This is an optimization exercise on Yosys and OpenROAD, whose aim is small area, a short achievable clock period and few clock cycles, not a production implementation.
Only simulation tests tie the RTL to the original design; equivalence was not proved.
Power figures rest on the tool's default switching activity, not on a simulated workload.

== 02-02 ==
==> flow/design.v <==
package tlv_pkg;
	localparam logic [4:0] ALGO_COUNT   = 5'd20;
	localparam logic [2:0] HDR_BYTES    = 3'd6;
	localparam logic [1:0] OUTER_FIELDS = 2'd3;
	localparam logic [1:0] INNER_FIELDS = 2'd2;
	localparam logic [1:0] KIND_OTHER  = 2'd0;
	localparam logic [1:0] KIND_DIGEST = 2'd1;
	localparam logic [1:0] KIND_PATH   = 2'd2;
	typedef struct packed {
		logic        first;
		logic [31:0] total_length;
		logic [7:0]  data_byte;
	} tlv_in_t;
	typedef struct packed {
		logic [1:0] byte_kind;
		logic [7:0] value_byte;
		logic [4:0] algo_code;
		logic       done_res;
		logic       status;
	} tlv_res_t;
	function automatic logic [6:0] digest_size(input logic [4:0] algo);
		logic [6:0] s;
		begin
			case (algo)
				5'd0, 5'd1, 5'd8, 5'd14:                  s = 7'd16;
				5'd2, 5'd3, 5'd15:                        s = 7'd20;
				5'd16:                                    s = 7'd24;
				5'd7:                                     s = 7'd28;
				5'd4, 5'd9, 5'd11, 5'd17, 5'd18:          s = 7'd32;
				5'd10:                                    s = 7'd40;
				5'd5, 5'd12:                              s = 7'd48;
				5'd6, 5'd13, 5'd19:                       s = 7'd64;
				default:                                  s = 7'd0;
			endcase
			digest_size = s;
		end
	endfunction
endpackage
module tlv_digest_list_validator (
	input  logic        clk,
	input  logic        arst_n,
	input  logic        s_axis_tvalid,
	output logic        s_axis_tready,
	input  logic [39:0] s_axis_tdata,   
	input  logic        s_axis_tuser,   
	output logic        m_axis_tvalid,
	input  logic        m_axis_tready,
	output logic [15:0] m_axis_tdata,   
	output logic [2:0]  m_axis_tuser,   
	output logic        m_axis_tlast    
);
	logic        first;
	logic [31:0] tl;
	logic [7:0]  b;
	assign first = s_axis_tuser;
	assign tl    = s_axis_tdata[31:0];
	assign b     = s_axis_tdata[39:32];
	logic        open_q, failed_q, vld_q;
	logic [4:0]  algo_q;
	logic [31:0] ot_q, il_q, vl_q;
	logic [2:0]  hc_q;
	logic [1:0]  field_q;
	logic        fb_q, nest_q, val_q, pf_q;
	logic [1:0]  kind_q;
	logic [7:0]  byte_q;
	logic        done_q;
	logic take;
	assign s_axis_tready = !vld_q || m_axis_tready;
	assign take          = s_axis_tvalid && s_axis_tready;
	logic [31:0] avail, len;
	logic [23:0] len_hi;
	logic        hi_gt, hi_eq, lo_ge;
	logic        hdr_end_out, hc0, hc1, hc5, len0, len_ge, dig_bad, fail_end, fail_c, enter_nest;
	logic        ol_one, il_one, vl_one, vl_two;
	assign avail  = nest_q ? il_q : ot_q;           
	assign len    = {vl_q[23:0], b};                
	assign hc0    = (hc_q == 3'd0);
	assign hc1    = (hc_q == 3'd1);
	assign hc5    = (hc_q == 3'd5);
	assign len0   = (len == 32'd0);
	assign len_hi = vl_q[23:0];
	assign hi_gt  = (len_hi > avail[31:8]);
	assign hi_eq  = (len_hi == avail[31:8]);
	assign lo_ge  = (b >= avail[7:0]);
	assign len_ge = hi_gt || (hi_eq && lo_ge);
	assign ol_one = pf_q ? (ot_q == 32'd2) : (ot_q == 32'd1);    
	assign il_one = (il_q == 32'd1);
	assign vl_one = (vl_q == 32'd1);
	assign vl_two = (vl_q == 32'd2);
	assign dig_bad = (algo_q >= tlv_pkg::ALGO_COUNT)
		|| (len != {25'd0, tlv_pkg::digest_size(algo_q)});
	assign fail_end = fb_q || len_ge || (!len0 && (nest_q
		? (field_q == 2'd0 && dig_bad)
		: ((field_q == 2'd0 && len != 32'd2) || (field_q == 2'd1 && len != 32'd4))));
	assign fail_c = val_q
		? (!nest_q && field_q == 2'd0 && vl_one && (fb_q || b >= 8'd20))
		: (hc0 ? (avail < 32'd6) : (hc5 && fail_end));
	assign enter_nest = !val_q && hc5 && !nest_q && field_q == 2'd2 && !len0;
	assign hdr_end_out = !val_q && hc5 && !nest_q;
	function automatic logic [31:0] dec(input logic [31:0] x, input logic t);
		logic z;
		z = 1'b1;
		for (int i = 0; i < 32; i++) begin
			dec[i] = x[i] ^ (t && z);
			z = z && !x[i];
		end
	endfunction
	logic [31:0] ot_d, il_d, vl_d, ot_hi;
	logic [2:0]  hc_d;
	logic [1:0]  field_d, kind_d;
	logic [4:0]  algo_d;
	logic        fb_d, nest_d, val_d, open_d, failed_d, done_d, algo_ok;
	assign algo_ok = open_q && !failed_q && val_q && !nest_q && field_q == 2'd0 && vl_one
		&& !fb_q && b < 8'd20;
	always_comb begin
		ot_hi   = dec({1'b0, ot_q[31:1]}, take && (pf_q || !ot_q[0]));
		ot_d    = (take && first) ? tl : {ot_hi[30:0], ot_q[0] ^ (take && !pf_q)};
		il_d    = (take && hdr_end_out) ? len : dec(il_q, take);   
		vl_d    = (take && !(val_q && !first)) ? len : dec(vl_q, take);
		field_d = (!val_q && hc1) ? b[1:0] : field_q;
		if (first) begin
			open_d   = (tl[31:1] != 31'd0);
			done_d   = (tl[31:1] == 31'd0);
			failed_d = (tl[31:3] == 29'd0) && (tl[2:0] != 3'd0) && (tl[2:0] < 3'd6);
			algo_d   = tlv_pkg::ALGO_COUNT;
			nest_d   = 1'b0;
			val_d    = 1'b0;
			hc_d     = 3'd1;
			fb_d     = (b != 8'd0);
			kind_d   = tlv_pkg::KIND_OTHER;
		end else begin
			open_d   = open_q && !ol_one;
			done_d   = open_q && ol_one;
			failed_d = failed_q || (open_q && fail_c);
			algo_d   = algo_ok ? b[4:0] : algo_q;
			nest_d   = enter_nest || (nest_q && !il_one);
			if (val_q) begin
				val_d = !vl_one;
				hc_d  = 3'd0;
				fb_d  = (b != 8'd0);
			end else begin
				val_d = hc5 && !len0 && !enter_nest;
				hc_d  = hc5 ? 3'd0 : hc_q + 3'd1;
				fb_d  = hc0 ? (b != 8'd0)
					: hc1 ? (fb_q || b >= (nest_q ? {6'd0, tlv_pkg::INNER_FIELDS}
					                               : {6'd0, tlv_pkg::OUTER_FIELDS}))
					: fb_q;
			end
			if (open_q && !failed_q && val_q && nest_q)
				kind_d = (field_q == 2'd0) ? tlv_pkg::KIND_DIGEST : tlv_pkg::KIND_PATH;
			else
				kind_d = tlv_pkg::KIND_OTHER;
		end
	end
	always_ff @(posedge clk or negedge arst_n) begin
		if (!arst_n) begin
			open_q   <= 1'b0;
			failed_q <= 1'b0;
			algo_q   <= tlv_pkg::ALGO_COUNT;
			vld_q    <= 1'b0;
		end else begin
			if (take) begin
				open_q   <= open_d;
				failed_q <= failed_d;
				algo_q   <= algo_d;
			end
			vld_q <= take || (vld_q && !m_axis_tready);
		end
	end
	always_ff @(posedge clk) begin
		ot_q <= ot_d;
		il_q <= il_d;
		vl_q <= vl_d;
		if (take) begin
			pf_q    <= first;
			hc_q    <= hc_d;
			field_q <= field_d;
			fb_q    <= fb_d;
			nest_q  <= nest_d;
			val_q   <= val_d;
			kind_q  <= kind_d;
			byte_q  <= (kind_d != tlv_pkg::KIND_OTHER) ? b : 8'd0;
			done_q  <= done_d;
		end
	end
	assign m_axis_tvalid = vld_q;
	assign m_axis_tdata  = {3'd0, algo_q, byte_q};
	assign m_axis_tuser  = {failed_q, kind_q};
	assign m_axis_tlast  = done_q;
endmodule
Settings: LEC_CHECK=0, CAP_MARGIN=20, CORE_MARGIN=2, CORE_UTILIZATION=40, SETUP_SLACK_MARGIN=3.1, SLEW_MARGIN=20; clock period 6.0 ns.
run.sh (not shown) runs the stock make flow with config.mk's settings and CLKGATE_MAP_FILE= SYNTH_SCRIPT=/design/flow/synth_recipe.tcl, a recipe that flattens the netlist after the stock synthesis.
02-02 did not stop at any stage, and its layout met the timing, design-rule and antenna checks.
Testbench counts of 02-02, summed over its fixed seeds: cycles 61,216.
Modified inputs, 07-08 compared to 02-02
--- a/flow/design.v
+++ b/flow/design.v
@@ -54,72 +54,56 @@
 	logic [7:0]  b;
 	assign first = s_axis_tuser;
 	assign tl    = s_axis_tdata[31:0];
 	assign b     = s_axis_tdata[39:32];
 	logic        open_q, failed_q, vld_q;
 	logic [4:0]  algo_q;
-	logic [31:0] ot_q, il_q, vl_q;
+	logic [31:0] ol_q, il_q, vl_q;
 	logic [2:0]  hc_q;
 	logic [1:0]  field_q;
-	logic        fb_q, nest_q, val_q, pf_q;
+	logic        fb_q, nest_q, val_q;
 	logic [1:0]  kind_q;
 	logic [7:0]  byte_q;
 	logic        done_q;
 	logic take;
 	assign s_axis_tready = !vld_q || m_axis_tready;
 	assign take          = s_axis_tvalid && s_axis_tready;
 	logic [31:0] avail, len;
-	logic [23:0] len_hi;
-	logic        hi_gt, hi_eq, lo_ge;
-	logic        hdr_end_out, hc0, hc1, hc5, len0, len_ge, dig_bad, fail_end, fail_c, enter_nest;
+	logic        hc0, hc1, hc5, len0, len_ge, dig_bad, fail_end, fail_c, enter_nest;
 	logic        ol_one, il_one, vl_one, vl_two;
-	assign avail  = nest_q ? il_q : ot_q;           
+	assign avail  = nest_q ? il_q : ol_q;           
 	assign len    = {vl_q[23:0], b};                
 	assign hc0    = (hc_q == 3'd0);
 	assign hc1    = (hc_q == 3'd1);
 	assign hc5    = (hc_q == 3'd5);
 	assign len0   = (len == 32'd0);
-	assign len_hi = vl_q[23:0];
-	assign hi_gt  = (len_hi > avail[31:8]);
-	assign hi_eq  = (len_hi == avail[31:8]);
-	assign lo_ge  = (b >= avail[7:0]);
-	assign len_ge = hi_gt || (hi_eq && lo_ge);
-	assign ol_one = pf_q ? (ot_q == 32'd2) : (ot_q == 32'd1);    
+	assign len_ge = (len >= avail);                 
+	assign ol_one = (ol_q == 32'd1);
 	assign il_one = (il_q == 32'd1);
 	assign vl_one = (vl_q == 32'd1);
 	assign vl_two = (vl_q == 32'd2);
 	assign dig_bad = (algo_q >= tlv_pkg::ALGO_COUNT)
 		|| (len != {25'd0, tlv_pkg::digest_size(algo_q)});
 	assign fail_end = fb_q || len_ge || (!len0 && (nest_q
 		? (field_q == 2'd0 && dig_bad)
 		: ((field_q == 2'd0 && len != 32'd2) || (field_q == 2'd1 && len != 32'd4))));
 	assign fail_c = val_q
 		? (!nest_q && field_q == 2'd0 && vl_one && (fb_q || b >= 8'd20))
 		: (hc0 ? (avail < 32'd6) : (hc5 && fail_end));
 	assign enter_nest = !val_q && hc5 && !nest_q && field_q == 2'd2 && !len0;
-	assign hdr_end_out = !val_q && hc5 && !nest_q;
-	function automatic logic [31:0] dec(input logic [31:0] x, input logic t);
-		logic z;
-		z = 1'b1;
-		for (int i = 0; i < 32; i++) begin
-			dec[i] = x[i] ^ (t && z);
-			z = z && !x[i];
-		end
-	endfunction
-	logic [31:0] ot_d, il_d, vl_d, ot_hi;
+	logic [31:0] ol_d, il_d, vl_d;
 	logic [2:0]  hc_d;
 	logic [1:0]  field_d, kind_d;
 	logic [4:0]  algo_d;
 	logic        fb_d, nest_d, val_d, open_d, failed_d, done_d, algo_ok;
 	assign algo_ok = open_q && !failed_q && val_q && !nest_q && field_q == 2'd0 && vl_one
 		&& !fb_q && b < 8'd20;
 	always_comb begin
-		ot_hi   = dec({1'b0, ot_q[31:1]}, take && (pf_q || !ot_q[0]));
-		ot_d    = (take && first) ? tl : {ot_hi[30:0], ot_q[0] ^ (take && !pf_q)};
-		il_d    = (take && hdr_end_out) ? len : dec(il_q, take);   
-		vl_d    = (take && !(val_q && !first)) ? len : dec(vl_q, take);
+		ol_d    = (first ? tl : ol_q) - 32'd1;
+		il_d    = enter_nest ? len : il_q - 32'd1;
+		vl_d    = (val_q && !first) ? vl_q - 32'd1 : len;
 		field_d = (!val_q && hc1) ? b[1:0] : field_q;
 		if (first) begin
 			open_d   = (tl[31:1] != 31'd0);
 			done_d   = (tl[31:1] == 31'd0);
 			failed_d = (tl[31:3] == 29'd0) && (tl[2:0] != 3'd0) && (tl[2:0] < 3'd6);
 			algo_d   = tlv_pkg::ALGO_COUNT;
@@ -165,17 +149,16 @@
 				algo_q   <= algo_d;
 			end
 			vld_q <= take || (vld_q && !m_axis_tready);
 		end
 	end
 	always_ff @(posedge clk) begin
-		ot_q <= ot_d;
-		il_q <= il_d;
-		vl_q <= vl_d;
 		if (take) begin
-			pf_q    <= first;
+			ol_q    <= ol_d;
+			il_q    <= il_d;
+			vl_q    <= vl_d;
 			hc_q    <= hc_d;
 			field_q <= field_d;
 			fb_q    <= fb_d;
 			nest_q  <= nest_d;
 			val_q   <= val_d;
 			kind_q  <= kind_d;
Results
07-08 closes out successfully: all stages finished, all timing, DRC and antenna checks passed.
Peak clock frequency supported by timing on 07-08 is behind 02-02.
Total wirelength of the detailed-routed design: 07-08 and 02-02 compared, higher one is 07-08
07-08: time the final worst path needs with I/O delays and setup higher than 02-02
Taking 07-08 as 1.0, 02-02 lands at 0.831 on final standard cell area without fillers.
Going from 02-02 to 07-08, reported leakage power grew by more than 10%.
Testbench counts of 07-08, summed over its fixed seeds: cycles 61,216.

==> static timing again, ports no longer ideal <==
In the flow no input, the clock included, has a driving cell. The finished layouts below were timed again as built, in two steps.
Step 1, drivers: a clkbuf_16 drives clk and a buf_2 each remaining input, both assumed.
Step 2 times the ports against the registers' clock, not the clock port: input delays grow and output delays shrink by t, the midpoint of the rising clock arrivals with the driver on.
Slacks: ideal / step 1 / step 2; pairs: ideal / step 1.
| run | t, ns | setup slack, ns | hold slack, ns | slew at the worst register clock pin (ns) | worst data-port slew with drivers (ns) |
|---|---|---|---|---|---|
| 02-02 | 0.460 | 3.148 / 3.115 / 2.772 | 0.510 / 0.510 / 0.510 | 0.07 / 0.07 | 0.04 |
| 07-08 | 0.461 | 3.125 / 3.020 / 2.559 | 0.530 / 0.530 / 0.530 | 0.06 / 0.06 | 0.18 |
After both steps every run listed still meets setup and hold. The setup slack of 07-08, which loses most, moves by -0.105 ns with the drivers and by -0.566 ns with both steps.
